From an optimization exercise on the open Yosys and OpenROAD flow, aimed at a short achievable clock period and few clock cycles per item; shortcuts taken in it are not production practice. Function was checked by simulation only, so behaviour that the tests miss may differ from the original. Power is estimated from default activity; no workload was simulated.

`flow/run.sh`:
```
#!/bin/bash
# synth_recipe.tcl (not shown) runs the flow's synth.tcl, then flattens the netlist and writes it again
# the make line also repeats each setting of config.mk as NAME=value (left out here)
make -C /OpenROAD-flow-scripts/flow DESIGN_CONFIG=/design/flow/config.mk WORK_HOME=/design/flow/orfs CLKGATE_MAP_FILE= SYNTH_SCRIPT=/design/flow/synth_recipe.tcl finish
```
`flow/config.mk`:
```
export PLATFORM = sky130hd
export DESIGN_NAME = axi_wr_slave
export DESIGN_NICKNAME = axi_wr_slave
export VERILOG_FILES = /design/flow/design.v
export SDC_FILE = /design/flow/constraint.sdc
export NUM_CORES = 4
export LEC_CHECK = 0
export ABC_CLOCK_PERIOD_IN_PS = 1800
export CAP_MARGIN = 20
export CORE_MARGIN = 2
export CORE_UTILIZATION = 55
export GPL_TIMING_DRIVEN = 1
export PLACE_DENSITY = 0.7
export SETUP_SLACK_MARGIN = 3.5
export SLEW_MARGIN = 20
```
`flow/constraint.sdc`:
```
create_clock -name core_clock -period 5.5 [get_ports {clk}]
set_input_delay 1.1000 -clock core_clock [delete_from_list [all_inputs] [get_ports {clk}]]
set_output_delay 1.1000 -clock core_clock [all_outputs]
set_load 0.01 [all_outputs]
```
`flow/design.v`:
```
`default_nettype none
package axi_wr_pkg;
    localparam int ADDR_W   = 32;
    localparam int DATA_W   = 32;
    localparam int STRB_W   = DATA_W / 8;
    localparam int ID_W     = 4;
    localparam int LEN_W    = 8;
    localparam int SIZE_W   = 3;
    localparam int MAX_SIZE = 2;
    localparam int PAGE_BIT = 12;
    localparam int AW_DEPTH = 2;
    localparam int W_DEPTH  = 2;
    localparam int B_DEPTH  = 4;
    localparam int AW_W  = ID_W + ADDR_W + LEN_W + SIZE_W + 2;
    localparam int W_W   = DATA_W + STRB_W + 1;
    localparam int B_W   = ID_W + 2;
    localparam int MEM_W = ID_W + ADDR_W + DATA_W + STRB_W + 1;
    typedef enum logic [1:0] {
        FIXED = 2'b00,
        INCR  = 2'b01,
        WRAP  = 2'b10,
        RSVD  = 2'b11
    } burst_e;
    typedef enum logic [1:0] {
        OKAY   = 2'b00,
        SLVERR = 2'b10
    } resp_e;
    typedef struct packed {
        logic [ID_W-1:0]   id;
        logic [ADDR_W-1:0] addr;
        logic [LEN_W-1:0]  len;
        logic [SIZE_W-1:0] size;
        burst_e            burst;
    } aw_cmd_t;
    typedef struct packed {
        logic [DATA_W-1:0] data;
        logic [STRB_W-1:0] strb;
        logic              last;
    } w_beat_t;
    typedef struct packed {
        logic [ID_W-1:0] id;
        resp_e           resp;
    } b_resp_t;
    typedef struct packed {
        logic [ID_W-1:0]   id;
        logic [ADDR_W-1:0] addr;
        logic [DATA_W-1:0] data;
        logic [STRB_W-1:0] strb;
        logic              last;
    } mem_wr_t;
endpackage
`default_nettype wire
`timescale 1ns/1ps
`default_nettype none
module sync_fifo #(
    parameter int WIDTH = 8,
    parameter int DEPTH = 4
) (
    input  wire logic             clk,
    input  wire logic             rst_n,
    input  wire logic             push,
    input  wire logic [WIDTH-1:0] din,
    output logic                  ready,
    input  wire logic             pop,
    output logic      [WIDTH-1:0] dout,
    output logic                  nempty
);
    localparam int PW = (DEPTH > 1) ? $clog2(DEPTH) : 1;
    localparam int CW = $clog2(DEPTH + 1);
    logic [WIDTH-1:0] mem [DEPTH];
    logic [PW-1:0]    wr_ptr;
    logic [PW-1:0]    rd_ptr;
    logic [PW-1:0]    wr_inc;
    logic [PW-1:0]    rd_inc;
    logic [CW-1:0]    count;
    logic             ready_q;
    logic             nempty_q;
    assign ready  = ready_q;
    assign nempty = nempty_q;
    assign dout   = mem[rd_ptr];
    assign wr_inc = (wr_ptr == PW'(DEPTH - 1)) ? '0 : wr_ptr + 1'b1;
    assign rd_inc = (rd_ptr == PW'(DEPTH - 1)) ? '0 : rd_ptr + 1'b1;
    always_ff @(posedge clk) begin
        for (int i = 0; i < DEPTH; i++) begin
            if (push && wr_ptr == PW'(i)) mem[i] <= din;
        end
    end
    always_ff @(posedge clk or negedge rst_n) begin
        if (!rst_n) begin
            wr_ptr   <= '0;
            rd_ptr   <= '0;
            count    <= '0;
            ready_q  <= 1'b0;
            nempty_q <= 1'b0;
        end else begin
            if (push) wr_ptr <= wr_inc;
            if (pop)  rd_ptr <= rd_inc;
            case ({push, pop})
                2'b10: begin
                    count    <= count + 1'b1;
                    ready_q  <= (count <= CW'(DEPTH - 2));
                    nempty_q <= 1'b1;
                end
                2'b01: begin
                    count    <= count - 1'b1;
                    ready_q  <= 1'b1;
                    nempty_q <= (count >= CW'(2));
                end
                default: begin
                    ready_q  <= (count <= CW'(DEPTH - 1));
                    nempty_q <= (count >= CW'(1));
                end
            endcase
        end
    end
endmodule
`default_nettype wire
`timescale 1ns/1ps
`default_nettype none
module aw_decode (
    input  wire axi_wr_pkg::aw_cmd_t            cmd,
    output logic [6:0]                          mask,
    output logic                                fixed,
    output logic                                size_err
);
    always_comb begin
        mask     = ~(7'h7f << cmd.size);
        fixed    = (cmd.burst == axi_wr_pkg::FIXED);
        size_err = (cmd.size > axi_wr_pkg::SIZE_W'(axi_wr_pkg::MAX_SIZE));
    end
endmodule
`default_nettype wire
`timescale 1ns/1ps
`default_nettype none
module burst_engine (
    input  wire logic                      clk,
    input  wire logic                      rst_n,
    input  wire axi_wr_pkg::aw_cmd_t       cmd,
    input  wire logic                      cmd_nempty,
    output logic                           cmd_pop,
    input  wire axi_wr_pkg::w_beat_t       beat,
    input  wire logic                      beat_nempty,
    output logic                           beat_pop,
    output axi_wr_pkg::mem_wr_t            mem,
    output logic                           mem_we,
    input  wire logic                      mem_ready,
    input  wire logic                      can_start,
    output logic                           start,
    output logic                           resp_push,
    output logic                           resp_size_err,
    output logic [axi_wr_pkg::ID_W-1:0]    resp_id
);
    localparam int PB = axi_wr_pkg::PAGE_BIT;
    localparam int AW = axi_wr_pkg::ADDR_W;
    localparam int MW = axi_wr_pkg::MEM_W;
    logic                              act_q;
    logic [axi_wr_pkg::ID_W-1:0]       id_q;
    logic [AW-1:0]                     addr_q;
    logic [axi_wr_pkg::LEN_W-1:0]      rem_q;
    logic                              rz_q;
    logic [6:0]                        mask_q;
    logic                              fixed_q;
    logic                              serr_q;
    logic [6:0]                        dec_mask;
    logic                              dec_fixed;
    logic                              dec_serr;
    axi_wr_pkg::mem_wr_t               mem_q;
    axi_wr_pkg::mem_wr_t               mem_nxt;
    logic                              mem_we_q;
    logic                              mlast_q;
    logic                              adv;
    logic                              issue;
    logic                              load;
    logic                              can_issue;
    logic                              load_idle;
    logic                              load_next;
    logic [axi_wr_pkg::ID_W-1:0]       rid_q;
    logic                              rserr_q;
    logic [PB-1:0]                     filled;
    logic [PB:0]                       stepped;
    logic [PB-1:0]                     lo_nxt;
    aw_decode u_aw_decode (
        .cmd      (cmd),
        .mask     (dec_mask),
        .fixed    (dec_fixed),
        .size_err (dec_serr)
    );
    assign can_issue = act_q && beat_nempty;
    assign load_idle = cmd_nempty && can_start && !act_q;
    assign load_next = cmd_nempty && can_start && can_issue && rz_q;
    assign adv       = !mem_we_q || mem_ready;
    assign issue     = adv && can_issue;
    assign load      = load_idle || (adv && load_next);
    assign start    = load;
    assign cmd_pop  = load;
    assign beat_pop = issue;
    assign mem           = mem_q;
    assign mem_we        = mem_we_q;
    assign resp_push     = mem_we_q && mem_ready && mlast_q;
    assign resp_size_err = rserr_q;
    assign resp_id       = rid_q;
    assign filled  = addr_q[PB-1:0] | {5'd0, mask_q};
    assign stepped = {1'b0, filled} + 1'b1;
    always_comb begin
        if (fixed_q)          lo_nxt = addr_q[PB-1:0] & ~{5'd0, mask_q};
        else if (stepped[PB]) lo_nxt = addr_q[PB-1:0];
        else                  lo_nxt = stepped[PB-1:0];
    end
    always_ff @(posedge clk or negedge rst_n) begin
        if (!rst_n) act_q <= 1'b0;
        else if (load) act_q <= 1'b1;
        else if (issue && rz_q) act_q <= 1'b0;
    end
    always_ff @(posedge clk) begin
        if (load) begin
            id_q    <= cmd.id;
            addr_q  <= cmd.addr;
            rem_q   <= cmd.len;
            rz_q    <= (cmd.len == 8'd0);
            mask_q  <= dec_mask;
            fixed_q <= dec_fixed;
            serr_q  <= dec_serr;
        end else if (issue) begin
            addr_q[PB-1:0] <= lo_nxt;
            rem_q          <= rem_q - 1'b1;
            rz_q           <= (rem_q == 8'd1);
        end
    end
    always_comb begin
        mem_nxt.id   = id_q;
        mem_nxt.addr = addr_q;
        mem_nxt.data = beat.data;
        mem_nxt.strb = beat.strb;
        mem_nxt.last = beat.last;
    end
    always_ff @(posedge clk or negedge rst_n) begin
        if (!rst_n) mem_we_q <= 1'b0;
        else mem_we_q <= (mem_we_q && !mem_ready) || can_issue;
    end
    always_ff @(posedge clk) begin
        if (adv) begin
            mem_q   <= mem_nxt;
            mlast_q <= rz_q;
        end
        if (adv && rz_q) begin
            rid_q   <= id_q;
            rserr_q <= serr_q;
        end
    end
endmodule
`default_nettype wire
`timescale 1ns/1ps
`default_nettype none
module wresp_gen (
    input  wire logic                        clk,
    input  wire logic                        rst_n,
    input  wire logic                        start,
    output logic                             can_start,
    input  wire logic                        push,
    input  wire logic                        size_err,
    input  wire logic [axi_wr_pkg::ID_W-1:0] id,
    output axi_wr_pkg::b_resp_t              b,
    output logic                             b_valid,
    input  wire logic                        b_ready
);
    localparam int CAP = axi_wr_pkg::B_DEPTH + 1;
    axi_wr_pkg::b_resp_t new_resp;
    axi_wr_pkg::b_resp_t q_head;
    axi_wr_pkg::b_resp_t b_q;
    logic                b_valid_q;
    logic                q_nempty;
    logic                q_push;
    logic                q_pop;
    logic                take;
    logic                b_pop;
    logic [CAP-1:0]      out_q;
    always_comb begin
        new_resp.id   = id;
        new_resp.resp = size_err ? axi_wr_pkg::SLVERR : axi_wr_pkg::OKAY;
    end
    assign b         = b_q;
    assign b_valid   = b_valid_q;
    assign b_pop     = b_valid_q && b_ready;
    assign take      = !b_valid_q || b_ready;
    assign q_pop     = take && q_nempty;
    assign q_push    = push && (q_nempty || !take);
    assign can_start = !out_q[CAP-1];
    sync_fifo #(
        .WIDTH (axi_wr_pkg::B_W),
        .DEPTH (axi_wr_pkg::B_DEPTH)
    ) u_b_fifo (
        .clk    (clk),
        .rst_n  (rst_n),
        .push   (q_push),
        .din    (new_resp),
        .ready  (),
        .pop    (q_pop),
        .dout   (q_head),
        .nempty (q_nempty)
    );
    always_ff @(posedge clk or negedge rst_n) begin
        if (!rst_n) begin
            b_valid_q <= 1'b0;
            out_q     <= '0;
        end else begin
            b_valid_q <= (b_valid_q && !b_ready) || q_nempty || push;
            case ({start, b_pop})
                2'b10:   out_q <= {out_q[CAP-2:0], 1'b1};
                2'b01:   out_q <= {1'b0, out_q[CAP-1:1]};
                default: out_q <= out_q;
            endcase
        end
    end
    always_ff @(posedge clk) begin
        if (take) b_q <= q_nempty ? q_head : new_resp;
    end
endmodule
`default_nettype wire
`timescale 1ns/1ps
`default_nettype none
module axi_wr_slave (
    input  wire logic                  clk,
    input  wire logic                  rst_n,
    input  wire axi_wr_pkg::aw_cmd_t   aw,
    input  wire logic                  aw_valid,
    output logic                       aw_ready,
    input  wire axi_wr_pkg::w_beat_t   w,
    input  wire logic                  w_valid,
    output logic                       w_ready,
    output axi_wr_pkg::b_resp_t        b,
    output logic                       b_valid,
    input  wire logic                  b_ready,
    output axi_wr_pkg::mem_wr_t        mem,
    output logic                       mem_we,
    input  wire logic                  mem_ready
);
    axi_wr_pkg::aw_cmd_t           aw_head;
    axi_wr_pkg::w_beat_t           w_head;
    logic                          aw_nempty;
    logic                          aw_pop;
    logic                          w_nempty;
    logic                          w_pop;
    logic                          can_start;
    logic                          start;
    logic                          resp_push;
    logic                          resp_size_err;
    logic [axi_wr_pkg::ID_W-1:0]   resp_id;
    sync_fifo #(
        .WIDTH (axi_wr_pkg::AW_W),
        .DEPTH (axi_wr_pkg::AW_DEPTH)
    ) u_aw_fifo (
        .clk    (clk),
        .rst_n  (rst_n),
        .push   (aw_valid && aw_ready),
        .din    (aw),
        .ready  (aw_ready),
        .pop    (aw_pop),
        .dout   (aw_head),
        .nempty (aw_nempty)
    );
    sync_fifo #(
        .WIDTH (axi_wr_pkg::W_W),
        .DEPTH (axi_wr_pkg::W_DEPTH)
    ) u_w_fifo (
        .clk    (clk),
        .rst_n  (rst_n),
        .push   (w_valid && w_ready),
        .din    (w),
        .ready  (w_ready),
        .pop    (w_pop),
        .dout   (w_head),
        .nempty (w_nempty)
    );
    burst_engine u_burst_engine (
        .clk           (clk),
        .rst_n         (rst_n),
        .cmd           (aw_head),
        .cmd_nempty    (aw_nempty),
        .cmd_pop       (aw_pop),
        .beat          (w_head),
        .beat_nempty   (w_nempty),
        .beat_pop      (w_pop),
        .mem           (mem),
        .mem_we        (mem_we),
        .mem_ready     (mem_ready),
        .can_start     (can_start),
        .start         (start),
        .resp_push     (resp_push),
        .resp_size_err (resp_size_err),
        .resp_id       (resp_id)
    );
    wresp_gen u_wresp_gen (
        .clk       (clk),
        .rst_n     (rst_n),
        .start     (start),
        .can_start (can_start),
        .push      (resp_push),
        .size_err  (resp_size_err),
        .id        (resp_id),
        .b         (b),
        .b_valid   (b_valid),
        .b_ready   (b_ready)
    );
endmodule
`default_nettype wire
```
==> report_table.html, run 1 <==
<table>
<tr><th>Metric</th><th>Value</th></tr>
<tr><th colspan="2">Final layout</th></tr>
<tr><td>Total number of nets in the final design</td><td>between 1000 and 1500</td></tr>
<tr><td>Antenna diode count</td><td>0</td></tr>
<tr><td>Area growth from synthesis to layout</td><td>28.02%</td></tr>
<tr><td>Proportion of layout cells with a drive suffix above 1</td><td>30.62%</td></tr>
<tr><td>Core Util, Final</td><td>a little under three quarters</td></tr>
<tr><th colspan="2">Setup path</th></tr>
<tr><td>Buf+Inv Stages, Crit Path</td><td>1</td></tr>
<tr><td>Worst-path maximum fanout</td><td>1</td></tr>
<tr><td>Cell Chain, Critical Path</td><td>buf_2</td></tr>
<tr><td>Worst Setup Path Type</td><td>reg2out</td></tr>
<tr><td>Crit path capture type</td><td>output pin</td></tr>
<tr><td>Maximum single-stage delay on the critical path</td><td>around 0.4 ns</td></tr>
<tr><td>Required time of the worst setup path</td><td>between 4 and 5 ns</td></tr>
<tr><td>Crit path max-delay family</td><td>flip-flops</td></tr>
<tr><td>Worst endpoint data arrival time</td><td>roughly 1.1 ns</td></tr>
<tr><td>Nature of the critical path startpoint</td><td>register</td></tr>
<tr><td>Cell with the largest stage delay on the worst path</td><td>edfxtp_1</td></tr>
<tr><th colspan="2">Detailed routing</th></tr>
<tr><td>Drt wl/cell</td><td>approximately 20 um</td></tr>
<tr><td>Count of antenna-violating nets left after detailed routing</td><td>0</td></tr>
<tr><td>Residual DRC count</td><td>0</td></tr>
<tr><td>Number of detailed-route iterations in the first pass</td><td>5</td></tr>
<tr><td>Final WL</td><td>approximately 27 mm</td></tr>
<tr><td>DR vias/cell</td><td>between 5 and 6</td></tr>
<tr><td>DR iter-0 viols</td><td>between 500 and 600</td></tr>
<tr><td>Via total after detailed routing</td><td>7425</td></tr>
<tr><th colspan="2">Die</th></tr>
<tr><td>Floorplan die width</td><td>about 160 um</td></tr>
<tr><td>Starting density of the core</td><td>a little under three fifths</td></tr>
<tr><td>Cell row count</td><td>57</td></tr>
<tr><td>Height of the die</td><td>approximately 160 um</td></tr>
<tr><td>Placeable core region</td><td>about 24000 um2</td></tr>
<tr><td>Total die area</td><td>~26000 um2</td></tr>
<tr><td>Number of placed I/O pins</td><td>between 150 and 200</td></tr>
<tr><th colspan="2">Synthesis</th></tr>
<tr><td>Cell variety after synth</td><td>61</td></tr>
<tr><td>Combinational family with the most area after synthesis</td><td>multiplexers</td></tr>
<tr><td>Fraction of the mapped netlist area in compound gates</td><td>approximately 3.8%</td></tr>
<tr><td>Share of synthesized area occupied by flip-flops and latches</td><td>between 70% and 80%</td></tr>
<tr><td>Area fraction of the dominant cell type after synthesis</td><td>~73%</td></tr>
<tr><td>Post-synth top area cell</td><td>edfxtp_1</td></tr>
<tr><td>Synthesized-area fraction occupied by xor and xnor cells</td><td>between 1 and 1.5%</td></tr>
<tr><td>Most frequently used flop master after synthesis</td><td>edfxtp_1</td></tr>
<tr><td>Area share of fa/ha/maj cells after synthesis</td><td>2.662%</td></tr>
<tr><td>Syn nets</td><td>roughly 870</td></tr>
<tr><td>Number of synthesized flops with an enable pin</td><td>330</td></tr>
<tr><td>Simple logic cell fraction of the synthesized area</td><td>about 4.9%</td></tr>
<tr><td>Share of synthesized area spent on multiplexers</td><td>slightly above 8%</td></tr>
<tr><td>Dominant cells by area after synthesis</td><td>edfxtp_1 (73%), mux2_2 (5.9%), dfrtp_1 (5.1%), ha_1 (2.7%), mux2i_1 (2.2%)</td></tr>
<tr><td>Mean area per synthesized cell</td><td>18.13 um2</td></tr>
<tr><td>Synthesized netlist cell count</td><td>752</td></tr>
<tr><td>Fraction of registers with async set or reset after synthesis</td><td>around 7.8%</td></tr>
<tr><td>YS warnings</td><td>9</td></tr>
<tr><td>Netlist Area Pre-Place</td><td>~14000 um2</td></tr>
<tr><td>Register bit count reported by yosys</td><td>about 360</td></tr>
<tr><th colspan="2">Timing</th></tr>
<tr><td>Post-Route Setup TNS</td><td>0 ns</td></tr>
<tr><td>Final worst path period share</td><td>around two fifths</td></tr>
<tr><td>Setup-violating endpoint count in the final report</td><td>0</td></tr>
<tr><td>Tightest Pin Transition</td><td>between 0.5 and 0.6 ns</td></tr>
<tr><td>Max transition margin</td><td>60.78%</td></tr>
<tr><td>Final Slew Violations</td><td>0</td></tr>
<tr><td>Hold Violations, Final</td><td>0</td></tr>
<tr><td>Unrepaired setup endpoints after global routing</td><td>true</td></tr>
<tr><td>Maximum frequency from static timing analysis</td><td>roughly 460 MHz</td></tr>
<tr><td>Clk_skew</td><td>~0.025 ns</td></tr>
<tr><td>Shortest clock period the worst path allows after layout</td><td>around 2.2 ns</td></tr>
<tr><th colspan="2">Clocking</th></tr>
<tr><td>Inserted Clock Buffers</td><td>36</td></tr>
<tr><td>Clock slew at the register clock pins of the worst setup and hold paths</td><td>approximately 0.06 ns</td></tr>
<tr><td>Number of buffers inserted by hold repair at cts</td><td>0</td></tr>
<tr><td>H-tree level count</td><td>2</td></tr>
<tr><td>Maximum count of clock buffers along a single path</td><td>3</td></tr>
<tr><td>Clock Tree Root</td><td>clkbuf_16</td></tr>
<tr><td>Sinks on the clock net</td><td>358</td></tr>
<tr><td>Clock latency reported for the late side of the worst-skew pair</td><td>between 0.5 and 0.6 ns</td></tr>
<tr><td>Clock tree from TritonCTS</td><td>built</td></tr>
<tr><th colspan="2">Run</th></tr>
<tr><td>Max-cap violation count</td><td>0</td></tr>
<tr><th colspan="2">Global route</th></tr>
<tr><td>Maximum number of pins on one net before global-route repair</td><td>just under 80</td></tr>
<tr><td>Global-route wire length before repair</td><td>roughly 42 mm</td></tr>
<tr><td>Vias in the first global route</td><td>7800</td></tr>
<tr><td>Total congestion overflow</td><td>0</td></tr>
<tr><td>Number of antenna violations at the first check in global routing</td><td>0</td></tr>
<tr><td>Global-route total usage across every layer</td><td>20.75%</td></tr>
<tr><th colspan="2">Worst hold path</th></tr>
<tr><td>Path class of the lowest-slack min-delay path</td><td>reg2reg</td></tr>
<tr><th colspan="2">Pwr</th></tr>
<tr><td>Peak supply drop</td><td>between 0.4 and 0.5 mV</td></tr>
<tr><td>Leakage power of the design</td><td>between 6 and 7 nW</td></tr>
<tr><td>Power per standard cell area</td><td>574.5 nW/um2</td></tr>
<tr><th colspan="2">Placed design</th></tr>
<tr><td>GPL Wtd Cong</td><td>0.8362</td></tr>
<tr><td>HPWL after detailed placement</td><td>approximately 16 mm</td></tr>
<tr><td>Number of buffer cells added on primary ports</td><td>between 150 and 200</td></tr>
<tr><th colspan="2">Outcome</th></tr>
<tr><td>Outcome</td><td>complete, no violations</td></tr>
</table>
==> report_power, final <==
group | internal [mW] | switching [mW] | leakage (nW)
combinational | 1.32 | 1.58 | 2.23
clock | 1.65 | 0.987 | 0.633
sequential | 4.06 | 0.440 | 3.44
==> final cells by class <==
cell class / count / area [um2]
clock buffer: 45 / 977.2
sequential: 358 / 10610
timing repair buffer: 217 / 1872
tap: 324 / 405.4
fill: 1515 / 6870
multi-input combinational: 353 / 3164
inverter: 25 / 98.84
clock inverter: 21 / 317.8
==> synthesized netlist by cell type (2+ instances only) <==
cell and count:
nand3b_1 2, a2111oi_0 4, o22ai_1 3, buf_4 3, nor3_1 9, mux2i_1 30
nand2_1 30, clkbuf_1 7, and3_1 2, dfrtp_1 28, a22oi_1 2, nor3b_1 3
nand2b_1 4, ha_1 29, inv_1 25, a222oi_1 5, o2111ai_1 2, mux2_2 71
o31ai_1 2, nor4_1 7, a211oi_1 3, or4_1 2, nor2b_1 9, edfxtp_1 330
nor2_1 25, o21ai_0 22, or2_2 4, nor4b_1 2, a21oi_1 11, o311ai_0 2
xor2_1 4, a31oi_1 5, xnor2_1 15, nand3_1 8, buf_2 9, and2_1 7
o31a_1 2
==> kinds of logic after synthesis <==
logic type / count (synthesis)
AO/OA/AOI/OAI: 75
other: 1
adder cells (fa/ha/maj): 29
flip-flops: 358
AND/OR/NAND/NOR: 123
multiplexers: 101
buffers and inverters: 46
XOR/XNOR: 19
==> sequential cells by signal (all words and copies together), names as in the netlist, 3 cells and up <==
signal,count
u_aw_fifo.mem,98
u_burst_engine.addr_q,32
u_burst_engine.id_q,4
u_burst_engine.mask_q,7
u_burst_engine.mem_q,73
u_burst_engine.rem_q,8
u_burst_engine.rid_q,4
u_w_fifo.mem,74
u_wresp_gen.b_q,5
u_wresp_gen.out_q,5
u_wresp_gen.u_b_fifo.count,3
u_wresp_gen.u_b_fifo.mem,20
==> per-stage QoR <==
step                instance area (um2)  power [mW]  instances  hold WS, ns  setup slack, ns
floorplan                         13860       6.128        752       0.4003            2.720
global placement                  15890       7.069       1234       0.4023            1.712
detailed placement                15890       7.230       1234       0.4054            1.590
CTS                               17260       9.955       1333       0.4175            3.303
global route                      17450       10.50       1343       0.4220            3.268
finish                            17450       10.03       1343       0.4151            3.320
==> per-layer routing <==
metal	up-vias	wire, um	GRT usage (%)
met4	0	451	4.992
li1	3402	-	-
met2	255	13690	36.31
met3	46	1595	3.621
met1	3722	11430	27.34
met5	-	0	0
==> repair_timing <==
item,4_1_cts,5_1_grt
setup endpoints to repair,453,138
gates cloned,6,1
pin swaps,11,8
setup buffers,27,9
gates resized for setup,379,17
==> path summary, 6_finish.rpt <==
kind / start / cells past startpoint / endpoint / slack, ns
worst max-delay path: u_burst_engine.mem_q[52] / 1 / mem[52] / 3.32
worst min-delay path: u_burst_engine.addr_q[23] / 0 / u_burst_engine.mem_q[60] / 0.42
worst max register to register: u_burst_engine.mask_q[1] / 5 / u_burst_engine.addr_q[4] / 3.54
worst min register to register: u_burst_engine.addr_q[23] / 0 / u_burst_engine.mem_q[60] / 0.42
max in group asynchronous: rst_n / 2 / u_aw_fifo.rd_ptr / 4.18
min in group asynchronous: rst_n / 2 / u_wresp_gen.u_b_fifo.nempty_q / 1.01
==> placed cells by master, fill, tap and decap left out, types with 8 or more instances in the layout <==
cell type          n
clkbuf_16         39
buf_6             13
nand2_1           25
bufinv_16          8
a21oi_1           11
buf_2             76
mux2i_1           29
mux2_2            68
nor3_1             8
o21ai_0           14
inv_1             22
dfrtp_1           25
ha_1              22
edfxtp_1         330
o21ai_1            8
clkdlybuf4s50_1   87
xnor2_1           14
buf_4             25
buf_12             8
nor2_1            21
Testbench counts, summed over its fixed seeds: cycles 14,349, beats 13,386.
==> run 2: changes to the inputs <==
--- a/flow/config.mk
+++ b/flow/config.mk
@@ -10,5 +10,4 @@
 export CORE_MARGIN = 2
-export CORE_UTILIZATION = 55
+export CORE_UTILIZATION = 40
 export GPL_TIMING_DRIVEN = 1
-export PLACE_DENSITY = 0.7
 export SETUP_SLACK_MARGIN = 3.5
==> run 2 against run 1 <==
Highest routed layer unchanged; area after synthesis unchanged; hold slack got worse by 0.0032 ns; sequential cell count unchanged; fmax decreased by 1.9%; clock-buffer cell count increased by 2; combinational power decreased by 6.9%; critical path depth unchanged; final cell count increased by 9.2%; largest power group unchanged; clock skew increased by 0.00098 ns; global-route usage decreased by 5.7 points.
==> report_table.html, run 2 <==
<table>
<tr><th>Metric</th><th>Value</th></tr>
<tr><th colspan="2">Synthesis</th></tr>
<tr><td>Dominant cells by area after synthesis</td><td>edfxtp_1 (73%), mux2_2 (5.9%), dfrtp_1 (5.1%), ha_1 (2.7%), mux2i_1 (2.2%)</td></tr>
<tr><td>Simple logic cell fraction of the synthesized area</td><td>4.865% (unchanged)</td></tr>
<tr><td>Fraction of the mapped netlist area in compound gates</td><td>3.828% (unchanged)</td></tr>
<tr><td>Share of synthesized area spent on multiplexers</td><td>8.069% (unchanged)</td></tr>
<tr><td>Post-synth top area cell</td><td>edfxtp_1</td></tr>
<tr><td>Mean area per synthesized cell</td><td>18.13 um2 (unchanged)</td></tr>
<tr><td>Area fraction of the dominant cell type after synthesis</td><td>72.70% (unchanged)</td></tr>
<tr><td>Register bit count reported by yosys</td><td>358 (unchanged)</td></tr>
<tr><td>Cell variety after synth</td><td>61 (unchanged)</td></tr>
<tr><td>Combinational family with the most area after synthesis</td><td>multiplexers</td></tr>
<tr><td>Synthesized-area fraction occupied by xor and xnor cells</td><td>1.221% (unchanged)</td></tr>
<tr><td>Fraction of registers with async set or reset after synthesis</td><td>7.821% (unchanged)</td></tr>
<tr><td>Syn nets</td><td>873 (unchanged)</td></tr>
<tr><td>Number of synthesized flops with an enable pin</td><td>330 (unchanged)</td></tr>
<tr><td>Area share of fa/ha/maj cells after synthesis</td><td>2.662% (unchanged)</td></tr>
<tr><td>Most frequently used flop master after synthesis</td><td>edfxtp_1</td></tr>
<tr><td>Netlist Area Pre-Place</td><td>13630 um2 (unchanged)</td></tr>
<tr><td>Cell with the most instances after synthesis</td><td>edfxtp_1</td></tr>
<tr><td>Synth top cells by count</td><td>edfxtp_1 (330), mux2_2 (71), mux2i_1 (30), nand2_1 (30), ha_1 (29)</td></tr>
<tr><td>Synthesized netlist cell count</td><td>752 (unchanged)</td></tr>
<tr><td>YS warnings</td><td>9 (unchanged)</td></tr>
<tr><td>Share of synthesized area occupied by flip-flops and latches</td><td>77.84% (unchanged)</td></tr>
<tr><th colspan="2">Die</th></tr>
<tr><td>Number of placed I/O pins</td><td>175 (unchanged)</td></tr>
<tr><td>Total die area</td><td>35570 um2 (+37%)</td></tr>
<tr><td>Starting density of the core</td><td>40.65% (-15 points)</td></tr>
<tr><td>Placeable core region</td><td>33530 um2 (+38%)</td></tr>
<tr><td>Cell row count</td><td>67 (+18%)</td></tr>
<tr><td>Height of the die</td><td>188.6 um (+17%)</td></tr>
<tr><td>Floorplan die width</td><td>188.6 um (+17%)</td></tr>
<tr><th colspan="2">Pwr</th></tr>
<tr><td>Clk pwr share</td><td>25.6% (-0.7 points)</td></tr>
<tr><td>Leakage power of the design</td><td>6.223 nW (-1.3%)</td></tr>
<tr><td>Internal power</td><td>6.812 mW (-3.0%)</td></tr>
<tr><td>Total power draw</td><td>9.772 mW (-2.5%)</td></tr>
<tr><td>Switching power of the nets</td><td>2.960 mW (-1.4%)</td></tr>
<tr><td>Sequential fraction of design power</td><td>46.9% (+2.0 points)</td></tr>
<tr><td>Part of the total power dissipated in combinational logic</td><td>27.5% (-1.4 points)</td></tr>
<tr><td>Switching share of power</td><td>30.29% (+0.34 points)</td></tr>
<tr><td>Peak supply drop</td><td>0.2940 mV (-30%)</td></tr>
<tr><td>Power per standard cell area</td><td>561.3 nW/um2 (-2.3%)</td></tr>
<tr><th colspan="2">Setup path</th></tr>
<tr><td>Maximum single-stage delay on the critical path</td><td>0.43 ns (+0.03 ns)</td></tr>
<tr><td>Cell count along the critical path</td><td>1 (unchanged)</td></tr>
<tr><td>Worst-path maximum fanout</td><td>1 (unchanged)</td></tr>
<tr><td>Worst endpoint data arrival time</td><td>1.12 ns (+0.04 ns)</td></tr>
<tr><td>Crit path max-delay family</td><td>flip-flops</td></tr>
<tr><td>Reg-to-reg endpoint</td><td>u_burst_engine.addr_q[1]</td></tr>
<tr><td>Buf+Inv Stages, Crit Path</td><td>1 (unchanged)</td></tr>
<tr><td>End point of the critical path</td><td>mem[43]</td></tr>
<tr><td>Cell Chain, Critical Path</td><td>buf_2</td></tr>
<tr><td>Crit path capture type</td><td>output pin</td></tr>
<tr><td>Number of cells on the worst reg-to-reg path</td><td>6 (+1)</td></tr>
<tr><td>Cell with the largest stage delay on the worst path</td><td>edfxtp_1</td></tr>
<tr><td>Nature of the critical path startpoint</td><td>register</td></tr>
<tr><td>Required time of the worst setup path</td><td>4.40 ns (about the same)</td></tr>
<tr><td>Worst Setup Path Type</td><td>reg2out</td></tr>
<tr><td>Critical path startpoint</td><td>u_burst_engine.mem_q[43]</td></tr>
<tr><td>Minimum setup slack among reg-to-reg paths</td><td>3.56 ns (+0.02 ns)</td></tr>
<tr><td>RR Startpoint</td><td>u_burst_engine.mask_q[0]</td></tr>
<tr><th colspan="2">Timing</th></tr>
<tr><td>Final-layout worst hold slack</td><td>0.4119 ns (-0.003166 ns)</td></tr>
<tr><td>Maximum frequency from static timing analysis</td><td>450.0 MHz (-1.9%)</td></tr>
<tr><td>Tightest Pin Transition</td><td>0.9771 ns (+0.3888 ns)</td></tr>
<tr><td>Final worst path period share</td><td>40.41% (+0.76 points)</td></tr>
<tr><td>Final Slew Violations</td><td>0 (unchanged)</td></tr>
<tr><td>Max transition margin</td><td>34.86% (-26 points)</td></tr>
<tr><td>Shortest clock period the worst path allows after layout</td><td>2.222 ns (+0.04193 ns)</td></tr>
<tr><td>Setup-violating endpoint count in the final report</td><td>0 (unchanged)</td></tr>
<tr><td>Clk_skew</td><td>0.02638 ns (+0.0009770 ns)</td></tr>
<tr><td>Post-Route Setup TNS</td><td>0 ns (unchanged)</td></tr>
<tr><td>Unrepaired setup endpoints after global routing</td><td>true</td></tr>
<tr><td>Hold Violations, Final</td><td>0 (unchanged)</td></tr>
<tr><th colspan="2">Clocking</th></tr>
<tr><td>Clock tree from TritonCTS</td><td>built</td></tr>
<tr><td>H-tree level count</td><td>2 (unchanged)</td></tr>
<tr><td>Clock latency reported for the late side of the worst-skew pair</td><td>0.53 ns (about the same)</td></tr>
<tr><td>Clock slew at the register clock pins of the worst setup and hold paths</td><td>0.06 ns (about the same)</td></tr>
<tr><td>Clock Tree Root</td><td>clkbuf_16</td></tr>
<tr><td>Inserted Clock Buffers</td><td>39 (+8.3%)</td></tr>
<tr><td>Sinks on the clock net</td><td>358 (unchanged)</td></tr>
<tr><td>Maximum count of clock buffers along a single path</td><td>3 (unchanged)</td></tr>
<tr><td>Number of buffers inserted by hold repair at cts</td><td>0 (unchanged)</td></tr>
<tr><th colspan="2">Final layout</th></tr>
<tr><td>Proportion of layout cells with a drive suffix above 1</td><td>30.23% (-0.39 points)</td></tr>
<tr><td>Area growth from synthesis to layout</td><td>27.73%</td></tr>
<tr><td>Register bank with the most flops</td><td>u_aw_fifo.mem</td></tr>
<tr><td>Total number of nets in the final design</td><td>1111 (-0.090%)</td></tr>
<tr><td>Commonest cells after routing, fill and taps aside</td><td>edfxtp_1 (330), clkdlybuf4s50_1 (87), buf_2 (79)</td></tr>
<tr><td>Core Util, Final</td><td>51.92% (-20 points)</td></tr>
<tr><td>Commonest non-fill, non-tap cell in the layout</td><td>edfxtp_1</td></tr>
<tr><td>Cell area after layout</td><td>17410 um2 (-0.22%)</td></tr>
<tr><td>Largest registers in the final layout</td><td>u_aw_fifo.mem x98, u_w_fifo.mem x74, u_burst_engine.mem_q x73</td></tr>
<tr><td>Antenna diode count</td><td>0 (unchanged)</td></tr>
<tr><td>Fill cells</td><td>2807 (+85%)</td></tr>
<tr><td>Largest register FFs</td><td>98 (unchanged)</td></tr>
<tr><th colspan="2">Global route</th></tr>
<tr><td>Global-route total usage across every layer</td><td>15.07% (-5.7 points)</td></tr>
<tr><td>M1 GR Usage</td><td>20.11% (-7.2 points)</td></tr>
<tr><td>Total congestion overflow</td><td>0 (unchanged)</td></tr>
<tr><td>Met2 Resource Use GR</td><td>24.93% (-11 points)</td></tr>
<tr><td>Vias in the first global route</td><td>7389 (-5.3%)</td></tr>
<tr><td>Global-route wire length before repair</td><td>41.48 mm (-1.3%)</td></tr>
<tr><td>Most utilized layer in the global route result</td><td>met2</td></tr>
<tr><td>Number of antenna violations at the first check in global routing</td><td>0 (unchanged)</td></tr>
<tr><td>Maximum number of pins on one net before global-route repair</td><td>42 (-46%)</td></tr>
<tr><td>Met3 Track Usage GR</td><td>2.906% (-0.72 points)</td></tr>
<tr><th colspan="2">Worst hold path</th></tr>
<tr><td>Path class of the lowest-slack min-delay path</td><td>reg2reg</td></tr>
<tr><th colspan="2">Detailed routing</th></tr>
<tr><td>Final WL</td><td>27.22 mm (+0.19%)</td></tr>
<tr><td>Via total after detailed routing</td><td>7193 (-3.1%)</td></tr>
<tr><td>Residual DRC count</td><td>0 (unchanged)</td></tr>
<tr><td>DR iter-0 viols</td><td>510 (-2.5%)</td></tr>
<tr><td>Drt wl/cell</td><td>18.55 um (-8.3%)</td></tr>
<tr><td>Number of detailed-route iterations in the first pass</td><td>5 (unchanged)</td></tr>
<tr><td>Count of antenna-violating nets left after detailed routing</td><td>0 (unchanged)</td></tr>
<tr><td>DR vias/cell</td><td>4.903 (-11%)</td></tr>
<tr><th colspan="2">Placed design</th></tr>
<tr><td>Standard cell area after detailed placement</td><td>16060 um2 (+1.0%)</td></tr>
<tr><td>HPWL after detailed placement</td><td>15.91 mm (-2.1%)</td></tr>
<tr><td>Number of buffer cells added on primary ports</td><td>173 (unchanged)</td></tr>
<tr><td>GPL Wtd Cong</td><td>0.8116 (-2.9%)</td></tr>
<tr><th colspan="2">Run</th></tr>
<tr><td>Max-cap violation count</td><td>0 (unchanged)</td></tr>
<tr><th colspan="2">Outcome</th></tr>
<tr><td>Outcome</td><td>complete, no violations</td></tr>
</table>
==> run 2: cell counts after synthesis <==
Identical to the previous run, type by type.
==> run 2: metal layers <==
metal	up-vias	wire length, um
li1	3403	-
met1	3520	11870
met2	226	13270
met3	44	1517
met4	0	564
met5	-	0
==> run 2: cell type report <==
class,count,area [um2],share of cell area (%)
well taps,448,560.5,3.220
inverters,25,98.84,0.5677
clock inverters,23,207.7,1.193
repair buffers,214,1780,10.23
flip-flops and latches,358,10620,60.99
multi-input cells,352,3117,17.90
clock buffers,47,1027,5.900
==> run 2: repair_timing <==
action / in CTS / in global routing
endpoints found under the setup margin: 427 / 125
pin swaps: 11 / 9
gates cloned: 7 / 0
resized for setup: 366 / 13
setup buffers: 24 / 7
==> run 2: kinds of logic (layout without fill, tap and decap cells) <==
group | count (synthesis) | after routing
XOR/XNOR | 19 | 19
flip-flops | 358 | 358
AO/OA/AOI/OAI | 75 | 75
multiplexers | 101 | 101
adder cells (fa/ha/maj) | 29 | 29
AND/OR/NAND/NOR | 123 | 127
other | 1 | 1
buffers and inverters | 46 | 309
==> run 2: how the worst min path moves through the flow <==
stage	start	end	slack [ns]	cells past startpoint
5_1_grt	u_burst_engine.addr_q[19]	u_burst_engine.mem_q[56]	0.42	0
4_1_cts	u_burst_engine.addr_q[19]	u_burst_engine.mem_q[56]	0.41	0
6_report	u_burst_engine.addr_q[14]	u_burst_engine.mem_q[51]	0.41	0
3_3_place_gp	u_burst_engine.addr_q[21]	u_burst_engine.mem_q[58]	0.40	0
3_5_place_dp	u_burst_engine.addr_q[15]	u_burst_engine.mem_q[52]	0.40	0
2_1_floorplan	u_burst_engine.addr_q[12]	u_burst_engine.mem_q[49]	0.40	0
==> run 2: power by group through the flow <==
stage | combinational (mW) | clock (mW) | sequential (mW)
floorplan | 1.59 | 0 | 4.53
global placement | 2.52 | 0 | 4.66
detailed placement | 2.56 | 0 | 4.66
CTS | 2.63 | 2.57 | 4.61
global route | 2.95 | 2.68 | 4.67
finish | 2.69 | 2.50 | 4.58
==> run 2: per-stage QoR <==
step / instances / setup slack (ns)
after floorplan: 752 / 2.720
after global placement: 1359 / 1.595
after detailed placement: 1359 / 1.549
after CTS: 1460 / 3.271
after global routing: 1467 / 3.257
final: 1467 / 3.278
==> run 2: worst reg2reg max path, cell delays in order, from the launching register on <==
cell      delay, ns
edfxtp_1       0.42
or2_2          0.33
ha_2           0.21
nor2b_1        0.16
and4_1         0.23
o21ai_4        0.17
buf_12         0.14
==> run 3: changes to the inputs <==
--- a/flow/config.mk
+++ b/flow/config.mk
@@ -11,3 +11,2 @@
 export CORE_UTILIZATION = 40
-export GPL_TIMING_DRIVEN = 1
 export SETUP_SLACK_MARGIN = 3.5
==> run 3 against run 2 <==
Final cell count is the same; still clean on timing, DRC and antenna; largest power group unchanged; sequential power about the same; clock-buffer cell count did not move; highest routed layer unchanged.
==> report_table.html, run 3 <==
<table>
<tr><th>Metric</th><th>Value</th></tr>
<tr><th colspan="2">Outcome</th></tr>
<tr><td>Outcome</td><td>complete, no violations</td></tr>
<tr><th colspan="2">Global route</th></tr>
<tr><td>Global-route wire length before repair</td><td>41.48 mm (unchanged)</td></tr>
<tr><td>Global-route total usage across every layer</td><td>15.07% (unchanged)</td></tr>
<tr><td>Vias in the first global route</td><td>7389 (unchanged)</td></tr>
<tr><td>Total congestion overflow</td><td>0 (unchanged)</td></tr>
<tr><td>Number of antenna violations at the first check in global routing</td><td>0 (unchanged)</td></tr>
<tr><td>Maximum number of pins on one net before global-route repair</td><td>42 (unchanged)</td></tr>
<tr><th colspan="2">Run</th></tr>
<tr><td>Max-cap violation count</td><td>0 (unchanged)</td></tr>
<tr><th colspan="2">Timing</th></tr>
<tr><td>Final Slew Violations</td><td>0 (unchanged)</td></tr>
<tr><td>Final worst path period share</td><td>40.41% (unchanged)</td></tr>
<tr><td>Clk_skew</td><td>0.02638 ns (unchanged)</td></tr>
<tr><td>Max transition margin</td><td>34.86% (unchanged)</td></tr>
<tr><td>Tightest Pin Transition</td><td>0.9771 ns (unchanged)</td></tr>
<tr><td>Maximum frequency from static timing analysis</td><td>450.0 MHz (unchanged)</td></tr>
<tr><td>Shortest clock period the worst path allows after layout</td><td>2.222 ns (unchanged)</td></tr>
<tr><td>Unrepaired setup endpoints after global routing</td><td>true</td></tr>
<tr><td>Setup-violating endpoint count in the final report</td><td>0 (unchanged)</td></tr>
<tr><td>Post-Route Setup TNS</td><td>0 ns (unchanged)</td></tr>
<tr><td>Worst setup slack after layout</td><td>3.278 ns (unchanged)</td></tr>
<tr><td>Hold Violations, Final</td><td>0 (unchanged)</td></tr>
<tr><th colspan="2">Detailed routing</th></tr>
<tr><td>Count of antenna-violating nets left after detailed routing</td><td>0 (unchanged)</td></tr>
<tr><td>Number of detailed-route iterations in the first pass</td><td>5 (unchanged)</td></tr>
<tr><td>Residual DRC count</td><td>0 (unchanged)</td></tr>
<tr><td>DR iter-0 viols</td><td>510 (unchanged)</td></tr>
<tr><td>DR vias/cell</td><td>4.903 (unchanged)</td></tr>
<tr><td>Final WL</td><td>27.22 mm (unchanged)</td></tr>
<tr><td>Via total after detailed routing</td><td>7193 (unchanged)</td></tr>
<tr><td>Drt wl/cell</td><td>18.55 um (unchanged)</td></tr>
<tr><th colspan="2">Final layout</th></tr>
<tr><td>Commonest cells after routing, fill and taps aside</td><td>edfxtp_1 (330), clkdlybuf4s50_1 (87), buf_2 (79)</td></tr>
<tr><td>Largest registers in the final layout</td><td>u_aw_fifo.mem x98, u_w_fifo.mem x74, u_burst_engine.mem_q x73</td></tr>
<tr><td>Largest register FFs</td><td>98 (unchanged)</td></tr>
<tr><td>Area growth from synthesis to layout</td><td>27.73% (unchanged)</td></tr>
<tr><td>Register bank with the most flops</td><td>u_aw_fifo.mem</td></tr>
<tr><td>Total number of nets in the final design</td><td>1111 (unchanged)</td></tr>
<tr><td>Antenna diode count</td><td>0 (unchanged)</td></tr>
<tr><td>Commonest non-fill, non-tap cell in the layout</td><td>edfxtp_1</td></tr>
<tr><td>Proportion of layout cells with a drive suffix above 1</td><td>30.23% (unchanged)</td></tr>
<tr><th colspan="2">Synthesis</th></tr>
<tr><td>Post-synth top area cell</td><td>edfxtp_1</td></tr>
<tr><td>Number of synthesized flops with an enable pin</td><td>330 (unchanged)</td></tr>
<tr><td>Mean area per synthesized cell</td><td>18.13 um2 (unchanged)</td></tr>
<tr><td>Most frequently used flop master after synthesis</td><td>edfxtp_1</td></tr>
<tr><td>Fraction of registers with async set or reset after synthesis</td><td>7.821% (unchanged)</td></tr>
<tr><td>Synthesized netlist cell count</td><td>752 (unchanged)</td></tr>
<tr><td>Syn nets</td><td>873 (unchanged)</td></tr>
<tr><td>Area fraction of the dominant cell type after synthesis</td><td>72.70% (unchanged)</td></tr>
<tr><td>YS warnings</td><td>9 (unchanged)</td></tr>
<tr><td>Cell variety after synth</td><td>61 (unchanged)</td></tr>
<tr><td>Netlist Area Pre-Place</td><td>13630 um2 (unchanged)</td></tr>
<tr><td>Cell with the most instances after synthesis</td><td>edfxtp_1</td></tr>
<tr><td>Register bit count reported by yosys</td><td>358 (unchanged)</td></tr>
<tr><td>Share of synthesized area occupied by flip-flops and latches</td><td>77.84% (unchanged)</td></tr>
<tr><td>Synth top cells by count</td><td>edfxtp_1 (330), mux2_2 (71), mux2i_1 (30), nand2_1 (30), ha_1 (29)</td></tr>
<tr><td>Dominant cells by area after synthesis</td><td>edfxtp_1 (73%), mux2_2 (5.9%), dfrtp_1 (5.1%), ha_1 (2.7%), mux2i_1 (2.2%)</td></tr>
<tr><th colspan="2">Setup path</th></tr>
<tr><td>Critical path startpoint</td><td>u_burst_engine.mem_q[43]</td></tr>
<tr><td>Buf+Inv Stages, Crit Path</td><td>1 (unchanged)</td></tr>
<tr><td>Number of cells on the worst reg-to-reg path</td><td>6 (unchanged)</td></tr>
<tr><td>Worst-path maximum fanout</td><td>1 (unchanged)</td></tr>
<tr><td>RR Startpoint</td><td>u_burst_engine.mask_q[0]</td></tr>
<tr><td>Cell with the largest stage delay on the worst path</td><td>edfxtp_1</td></tr>
<tr><td>Nature of the critical path startpoint</td><td>register</td></tr>
<tr><td>Worst endpoint data arrival time</td><td>1.12 ns (about the same)</td></tr>
<tr><td>Crit path capture type</td><td>output pin</td></tr>
<tr><td>Maximum single-stage delay on the critical path</td><td>0.43 ns (about the same)</td></tr>
<tr><td>Crit path max-delay family</td><td>flip-flops</td></tr>
<tr><td>Cell count along the critical path</td><td>1 (unchanged)</td></tr>
<tr><td>Worst Setup Path Type</td><td>reg2out</td></tr>
<tr><td>Cell Chain, Critical Path</td><td>buf_2</td></tr>
<tr><td>Required time of the worst setup path</td><td>4.40 ns (about the same)</td></tr>
<tr><th colspan="2">Die</th></tr>
<tr><td>Number of placed I/O pins</td><td>175 (unchanged)</td></tr>
<tr><td>Floorplan die width</td><td>188.6 um (unchanged)</td></tr>
<tr><td>Cell row count</td><td>67 (unchanged)</td></tr>
<tr><td>Placeable core region</td><td>33530 um2 (unchanged)</td></tr>
<tr><td>Total die area</td><td>35570 um2 (unchanged)</td></tr>
<tr><td>Height of the die</td><td>188.6 um (unchanged)</td></tr>
<tr><td>Starting density of the core</td><td>40.65% (unchanged)</td></tr>
<tr><th colspan="2">Pwr</th></tr>
<tr><td>Power per standard cell area</td><td>561.3 nW/um2 (unchanged)</td></tr>
<tr><td>Sequential fraction of design power</td><td>46.9% (about the same)</td></tr>
<tr><td>Part of the total power dissipated in combinational logic</td><td>27.5% (about the same)</td></tr>
<tr><td>Clk pwr share</td><td>25.6% (about the same)</td></tr>
<tr><td>Internal power</td><td>6.812 mW (unchanged)</td></tr>
<tr><td>Leakage power of the design</td><td>6.223 nW (unchanged)</td></tr>
<tr><td>Peak supply drop</td><td>0.2940 mV (unchanged)</td></tr>
<tr><td>Switching share of power</td><td>30.29% (unchanged)</td></tr>
<tr><td>Switching power of the nets</td><td>2.960 mW (unchanged)</td></tr>
<tr><th colspan="2">Clocking</th></tr>
<tr><td>Clock tree from TritonCTS</td><td>built</td></tr>
<tr><td>Clock latency reported for the late side of the worst-skew pair</td><td>0.53 ns (about the same)</td></tr>
<tr><td>H-tree level count</td><td>2 (unchanged)</td></tr>
<tr><td>Sinks on the clock net</td><td>358 (unchanged)</td></tr>
<tr><td>Inserted Clock Buffers</td><td>39 (unchanged)</td></tr>
<tr><td>Maximum count of clock buffers along a single path</td><td>3 (unchanged)</td></tr>
<tr><td>Clock Tree Root</td><td>clkbuf_16</td></tr>
<tr><td>Clock slew at the register clock pins of the worst setup and hold paths</td><td>0.06 ns (about the same)</td></tr>
<tr><td>Number of buffers inserted by hold repair at cts</td><td>0 (unchanged)</td></tr>
<tr><th colspan="2">Worst hold path</th></tr>
<tr><td>Path class of the lowest-slack min-delay path</td><td>reg2reg</td></tr>
<tr><td>Hold Path Stages</td><td>0 (unchanged)</td></tr>
<tr><td>Hold path start</td><td>u_burst_engine.addr_q[14]</td></tr>
<tr><th colspan="2">Placed design</th></tr>
<tr><td>Worst-case setup slack after placement</td><td>1.549 ns (unchanged)</td></tr>
<tr><td>HPWL after detailed placement</td><td>15.91 mm (unchanged)</td></tr>
<tr><td>Number of buffer cells added on primary ports</td><td>173 (unchanged)</td></tr>
<tr><td>GPL Wtd Cong</td><td>0.8116 (unchanged)</td></tr>
</table>
## run 3: cell counts after synthesis
Identical to the previous run, type by type.
## run 3: cells by family (layout without fill, tap and decap cells)
kind of cell | count (synthesis) | count (layout) | share of synthesized area [%]
AO/OA/AOI/OAI | 75 | 75 | 3.828
XOR/XNOR | 19 | 19 | 1.221
adder cells (fa/ha/maj) | 29 | 29 | 2.662
buffers and inverters | 46 | 309 | 1.487
flip-flops | 358 | 358 | 77.84
multiplexers | 101 | 101 | 8.069
other | 1 | 1 | 0.02751
AND/OR/NAND/NOR | 123 | 127 | 4.865
## run 3: final cells by class
type                            count  area, um2
Fill cell                        2807      16120
Sequential cell                   358      10620
Clock inverter                     23      207.7
Clock buffer                       47       1027
Multi-Input combinational cell    352       3117
Inverter                           25      98.84
Timing Repair Buffer              214       1780
Tap cell                          448      560.5
## run 3: worst paths after layout
path | to | slack [ns]
worst max-delay path | mem[43] | 3.28
worst min-delay path | u_burst_engine.mem_q[51] | 0.41
worst max register to register | u_burst_engine.addr_q[1] | 3.56
worst min register to register | u_burst_engine.mem_q[51] | 0.41
max in group asynchronous | u_aw_fifo.rd_ptr | 4.19
min in group asynchronous | u_wresp_gen.u_b_fifo.count[2] | 0.97
## run 3: worst register-to-register path, cell delays in order, from the launching register on
cell and delay [ns]:
edfxtp_1 0.42, or2_2 0.33, ha_2 0.21, nor2b_1 0.16
and4_1 0.23, o21ai_4 0.17, buf_12 0.14
## run 3: power by group through the flow
stage | Sequential [mW] | Clock [mW] | Combinational, mW
final | 4.58 | 2.50 | 2.69
after global placement | 4.66 | 0 | 2.52
after CTS | 4.61 | 2.57 | 2.63
after floorplan | 4.53 | 0 | 1.59
after detailed placement | 4.66 | 0 | 2.56
after global routing | 4.67 | 2.68 | 2.95
## run 3: stage by stage
step	instances	total power [mW]	hold WS, ns	utilization [%]	instance area [um2]
after floorplan	752	6.128	0.4003	-	13860
after global placement	1359	7.181	0.4016	47.89	16060
after detailed placement	1359	7.221	0.4045	47.89	16060
after CTS	1460	9.805	0.4133	51.60	17300
after global routing	1467	10.30	0.4190	51.92	17410
final	1467	9.772	0.4119	51.92	17410
## run 3: routing by layer
metal | GRT usage (%) | up-vias | wire length [um]
li1 | - | 3403 | -
met1 | 20.11 | 3520 | 11870
met2 | 24.93 | 226 | 13270
met3 | 2.906 | 44 | 1517
met4 | 4.928 | 0 | 564
met5 | 0 | - | 0
## run 3: repair_timing
action,in CTS,in global routing
gates resized for setup,366,13
setup endpoints to repair,427,125
gates cloned,7,0
buffers inserted,24,7
pin swaps,11,9
==> run 4: changes to the inputs <==
--- a/flow/config.mk
+++ b/flow/config.mk
@@ -10,3 +10,4 @@
 export CORE_MARGIN = 2
-export CORE_UTILIZATION = 40
+export CORE_UTILIZATION = 70
+export PLACE_DENSITY = 0.85
 export SETUP_SLACK_MARGIN = 3.5
==> run 4 against run 3 <==
Sequential power rose by 2%; final area rose by 0.88%; sequential cell count did not move; area after synthesis did not move; critical endpoint is now mem[31]; combinational power rose by 32%; total power rose by 7.8%.
==> report_table.html, run 4 <==
<table>
<tr><th>Metric</th><th>Value</th></tr>
<tr><th colspan="2">Outcome</th></tr>
<tr><td>Outcome</td><td>complete, no violations</td></tr>
<tr><th colspan="2">Die</th></tr>
<tr><td>Starting density of the core</td><td>70.73% (+30 points)</td></tr>
<tr><td>Placeable core region</td><td>19270 um2 (-43%)</td></tr>
<tr><td>Floorplan die width</td><td>143.5 um (-24%)</td></tr>
<tr><td>Number of placed I/O pins</td><td>175 (unchanged)</td></tr>
<tr><td>Height of the die</td><td>143.5 um (-24%)</td></tr>
<tr><td>Cell row count</td><td>51 (-24%)</td></tr>
<tr><td>Total die area</td><td>20600 um2 (-42%)</td></tr>
<tr><th colspan="2">Pwr</th></tr>
<tr><td>Clk pwr share</td><td>22.0% (-3.6 points)</td></tr>
<tr><td>Switching share of power</td><td>35.00% (+4.7 points)</td></tr>
<tr><td>Internal power</td><td>6.846 mW (+0.51%)</td></tr>
<tr><td>Sequential fraction of design power</td><td>44.2% (-2.7 points)</td></tr>
<tr><td>Part of the total power dissipated in combinational logic</td><td>33.8% (+6.3 points)</td></tr>
<tr><td>Power per standard cell area</td><td>599.7 nW/um2 (+6.8%)</td></tr>
<tr><td>Switching power of the nets</td><td>3.687 mW (+25%)</td></tr>
<tr><td>Peak supply drop</td><td>0.4738 mV (+61%)</td></tr>
<tr><td>Leakage power of the design</td><td>6.401 nW (+2.9%)</td></tr>
<tr><th colspan="2">Global route</th></tr>
<tr><td>Vias in the first global route</td><td>8648 (+17%)</td></tr>
<tr><td>Maximum number of pins on one net before global-route repair</td><td>61 (+45%)</td></tr>
<tr><td>Number of antenna violations at the first check in global routing</td><td>0 (unchanged)</td></tr>
<tr><td>Total congestion overflow</td><td>0 (unchanged)</td></tr>
<tr><td>Global-route wire length before repair</td><td>52.44 mm (+26%)</td></tr>
<tr><td>Global-route total usage across every layer</td><td>35.18% (+20 points)</td></tr>
<tr><th colspan="2">Final layout</th></tr>
<tr><td>Largest registers in the final layout</td><td>u_aw_fifo.mem x98, u_w_fifo.mem x74, u_burst_engine.mem_q x73</td></tr>
<tr><td>Commonest cells after routing, fill and taps aside</td><td>edfxtp_1 (330), clkdlybuf4s50_1 (87), buf_2 (74)</td></tr>
<tr><td>Register bank with the most flops</td><td>u_aw_fifo.mem</td></tr>
<tr><td>Commonest non-fill, non-tap cell in the layout</td><td>edfxtp_1</td></tr>
<tr><td>Total number of nets in the final design</td><td>1136 (+2.3%)</td></tr>
<tr><td>Largest register FFs</td><td>98 (unchanged)</td></tr>
<tr><td>Area growth from synthesis to layout</td><td>28.86%</td></tr>
<tr><td>Proportion of layout cells with a drive suffix above 1</td><td>33.49% (+3.3 points)</td></tr>
<tr><td>Fill cells</td><td>662 (-76%)</td></tr>
<tr><th colspan="2">Run</th></tr>
<tr><td>Max-cap violation count</td><td>0 (unchanged)</td></tr>
<tr><th colspan="2">Worst hold path</th></tr>
<tr><td>Path class of the lowest-slack min-delay path</td><td>reg2reg</td></tr>
<tr><th colspan="2">Synthesis</th></tr>
<tr><td>Register bit count reported by yosys</td><td>358 (unchanged)</td></tr>
<tr><td>Synth top cells by count</td><td>edfxtp_1 (330), mux2_2 (71), mux2i_1 (30), nand2_1 (30), ha_1 (29)</td></tr>
<tr><td>Netlist Area Pre-Place</td><td>13630 um2 (unchanged)</td></tr>
<tr><td>Mean area per synthesized cell</td><td>18.13 um2 (unchanged)</td></tr>
<tr><td>YS warnings</td><td>9 (unchanged)</td></tr>
<tr><td>Dominant cells by area after synthesis</td><td>edfxtp_1 (73%), mux2_2 (5.9%), dfrtp_1 (5.1%), ha_1 (2.7%), mux2i_1 (2.2%)</td></tr>
<tr><td>Area fraction of the dominant cell type after synthesis</td><td>72.70% (unchanged)</td></tr>
<tr><td>Cell with the most instances after synthesis</td><td>edfxtp_1</td></tr>
<tr><td>Syn nets</td><td>873 (unchanged)</td></tr>
<tr><td>Most frequently used flop master after synthesis</td><td>edfxtp_1</td></tr>
<tr><td>Post-synth top area cell</td><td>edfxtp_1</td></tr>
<tr><td>Fraction of registers with async set or reset after synthesis</td><td>7.821% (unchanged)</td></tr>
<tr><td>Cell variety after synth</td><td>61 (unchanged)</td></tr>
<tr><td>Synthesized netlist cell count</td><td>752 (unchanged)</td></tr>
<tr><td>Number of synthesized flops with an enable pin</td><td>330 (unchanged)</td></tr>
<tr><td>Share of synthesized area occupied by flip-flops and latches</td><td>77.84% (unchanged)</td></tr>
<tr><th colspan="2">Timing</th></tr>
<tr><td>Unrepaired setup endpoints after global routing</td><td>true</td></tr>
<tr><td>Worst setup slack after layout</td><td>3.256 ns (-0.02172 ns)</td></tr>
<tr><td>Shortest clock period the worst path allows after layout</td><td>2.244 ns (+0.02172 ns)</td></tr>
<tr><td>Setup-violating endpoint count in the final report</td><td>0 (unchanged)</td></tr>
<tr><td>Post-Route Setup TNS</td><td>0 ns (unchanged)</td></tr>
<tr><td>Final Slew Violations</td><td>0 (unchanged)</td></tr>
<tr><td>Maximum frequency from static timing analysis</td><td>445.6 MHz (-0.97%)</td></tr>
<tr><td>Final worst path period share</td><td>40.80% (+0.39 points)</td></tr>
<tr><td>Clk_skew</td><td>0.02188 ns (-0.004504 ns)</td></tr>
<tr><td>Max transition margin</td><td>43.56% (+8.7 points)</td></tr>
<tr><td>Hold Violations, Final</td><td>0 (unchanged)</td></tr>
<tr><td>Tightest Pin Transition</td><td>0.8448 ns (-0.1323 ns)</td></tr>
<tr><th colspan="2">Placed design</th></tr>
<tr><td>Number of buffer cells added on primary ports</td><td>173 (unchanged)</td></tr>
<tr><td>HPWL after detailed placement</td><td>16.90 mm (+6.2%)</td></tr>
<tr><td>Worst-case setup slack after placement</td><td>1.396 ns (-0.1534 ns)</td></tr>
<tr><td>GPL Wtd Cong</td><td>0.8704 (+7.2%)</td></tr>
<tr><th colspan="2">Detailed routing</th></tr>
<tr><td>Residual DRC count</td><td>0 (unchanged)</td></tr>
<tr><td>Final WL</td><td>40.57 mm (+49%)</td></tr>
<tr><td>Count of antenna-violating nets left after detailed routing</td><td>0 (unchanged)</td></tr>
<tr><td>Via total after detailed routing</td><td>8760 (+22%)</td></tr>
<tr><td>DR vias/cell</td><td>6.713 (+37%)</td></tr>
<tr><td>DR iter-0 viols</td><td>1260 (+150%)</td></tr>
<tr><td>Number of detailed-route iterations in the first pass</td><td>7 (+2)</td></tr>
<tr><td>Drt wl/cell</td><td>31.09 um (+68%)</td></tr>
<tr><th colspan="2">Clocking</th></tr>
<tr><td>H-tree level count</td><td>2 (unchanged)</td></tr>
<tr><td>Sinks on the clock net</td><td>358 (unchanged)</td></tr>
<tr><td>Clock latency reported for the late side of the worst-skew pair</td><td>0.54 ns (about the same)</td></tr>
<tr><td>Inserted Clock Buffers</td><td>35 (-10%)</td></tr>
<tr><td>Number of buffers inserted by hold repair at cts</td><td>0 (unchanged)</td></tr>
<tr><td>Clock slew at the register clock pins of the worst setup and hold paths</td><td>0.06 ns (about the same)</td></tr>
<tr><td>Clock Tree Root</td><td>clkbuf_16</td></tr>
<tr><td>Maximum count of clock buffers along a single path</td><td>3 (unchanged)</td></tr>
<tr><td>Clock tree from TritonCTS</td><td>built</td></tr>
<tr><th colspan="2">Setup path</th></tr>
<tr><td>Maximum single-stage delay on the critical path</td><td>0.46 ns (+0.03 ns)</td></tr>
<tr><td>Buf+Inv Stages, Crit Path</td><td>1 (unchanged)</td></tr>
<tr><td>Worst endpoint data arrival time</td><td>1.14 ns (+0.02 ns)</td></tr>
<tr><td>Worst-path maximum fanout</td><td>1 (unchanged)</td></tr>
<tr><td>Crit path max-delay family</td><td>flip-flops</td></tr>
<tr><td>Crit path capture type</td><td>output pin</td></tr>
<tr><td>Required time of the worst setup path</td><td>4.40 ns (about the same)</td></tr>
<tr><td>Cell with the largest stage delay on the worst path</td><td>edfxtp_1</td></tr>
<tr><td>Cell Chain, Critical Path</td><td>buf_6</td></tr>
<tr><td>Nature of the critical path startpoint</td><td>register</td></tr>
<tr><td>Worst Setup Path Type</td><td>reg2out</td></tr>
</table>
==> run 4: cell counts after synthesis <==
Identical to the previous run, type by type.
==> run 4: what timing repair did <==
action / 4_1_cts / 5_1_grt
buffers inserted: 46 / 12
endpoints found under the hold margin: 0 / 0
cloned: 9 / 1
gates resized for setup: 393 / 45
endpoints found under the setup margin: 456 / 120
pin swaps: 22 / 16
==> run 4: cells by family after synthesis <==
kind of cell	count (synthesis)	synth area share [%]
buffers and inverters	46	1.487
multiplexers	101	8.069
other	1	0.02751
adder cells (fa/ha/maj)	29	2.662
XOR/XNOR	19	1.221
AO/OA/AOI/OAI	75	3.828
flip-flops	358	77.84
AND/OR/NAND/NOR	123	4.865
==> run 4: cell type report <==
cell class                      count  area, um2  share of cell area (%)
Sequential cell                   358      10610                   60.43
Timing Repair Buffer              242       2162                   12.31
Inverter                           25      111.4                  0.6340
Clock inverter                     18      118.9                  0.6767
Multi-Input combinational cell    353       3297                   18.77
Clock buffer                       43      927.1                   5.279
Antenna cell                        1      2.502                 0.01425
Tap cell                          265      331.6                   1.888
==> run 4: routing by layer <==
metal | global-route usage (%) | routed length, um
met2 | 60.60 | 20470
met3 | 7.864 | 4500
met4 | 16.10 | 2841
met5 | 0 | 0
met1 | 42.83 | 12760
==> run 4: worst paths after layout <==
path                                      startpoint                             to  slack (ns)  cells after the start
max reg2reg                 u_burst_engine.addr_q[3]       u_burst_engine.addr_q[7]        3.40                      4
min                        u_burst_engine.addr_q[15]       u_burst_engine.mem_q[52]        0.42                      0
max                         u_burst_engine.mem_q[31]                        mem[31]        3.26                      1
min reg2reg                u_burst_engine.addr_q[15]       u_burst_engine.mem_q[52]        0.42                      0
max in group asynchronous                      rst_n              u_aw_fifo.ready_q        4.18                      2
min in group asynchronous                      rst_n  u_wresp_gen.u_b_fifo.nempty_q        1.00                      2
==> run 4: power groups by stage <==
stage	Combinational (mW)	Clock [mW]	Sequential, mW
after floorplan	1.59	0	4.53
after global placement	2.51	0	4.51
after detailed placement	2.67	0	4.58
after CTS	2.99	2.23	4.55
after global routing	3.69	2.40	4.69
final	3.56	2.32	4.66
==> run 4: per-stage QoR <==
step / instance area, um2 / hold WS [ns] / total power [mW] / utilization, % / std cells
finish: 17560 / 0.4200 / 10.53 / 91.14 / 1305
global route: 17560 / 0.4246 / 10.79 / 91.13 / 1304
CTS: 17240 / 0.4179 / 9.769 / 89.44 / 1291
detailed placement: 15820 / 0.4045 / 7.243 / 82.09 / 1175
global placement: 15820 / 0.4006 / 7.021 / 82.09 / 1175
floorplan: 13860 / 0.4003 / 6.128 / - / 752

[static timing again, ports no longer ideal]
How much do the figures lean on ideal ports? The routed layouts below were timed once more, with nothing changed but the port constraints.
Step 1 sets driving cells, clkbuf_16 on the clock port and buf_2 on the other inputs (assumed; they add their load-dependent delay and slew).
Step 2 also shifts input and output timing later by t, the mid clock arrival at the registers, as if the neighbouring blocks saw the same clock.
Three values: ideal, step 1, step 2; two values: the first two.
run	t (ns)	slack for setup (ns)	latest minus earliest clock arrival (ns)	slew at the worst register clock pin (ns)
run 1	0.557	3.320 / 3.273 / 2.876	0.027 / 0.026	0.06 / 0.06
run 2	0.567	3.278 / 3.226 / 2.915	0.026 / 0.026	0.06 / 0.06
run 3	0.567	3.278 / 3.226 / 2.915	0.026 / 0.026	0.06 / 0.06
run 4	0.577	3.256 / 3.204 / 2.773	0.023 / 0.023	0.08 / 0.08
After both steps setup and hold are still met in every run listed. The setup slack of run 4, which loses most, moves by -0.052 ns with the drivers and by -0.483 ns with both steps.
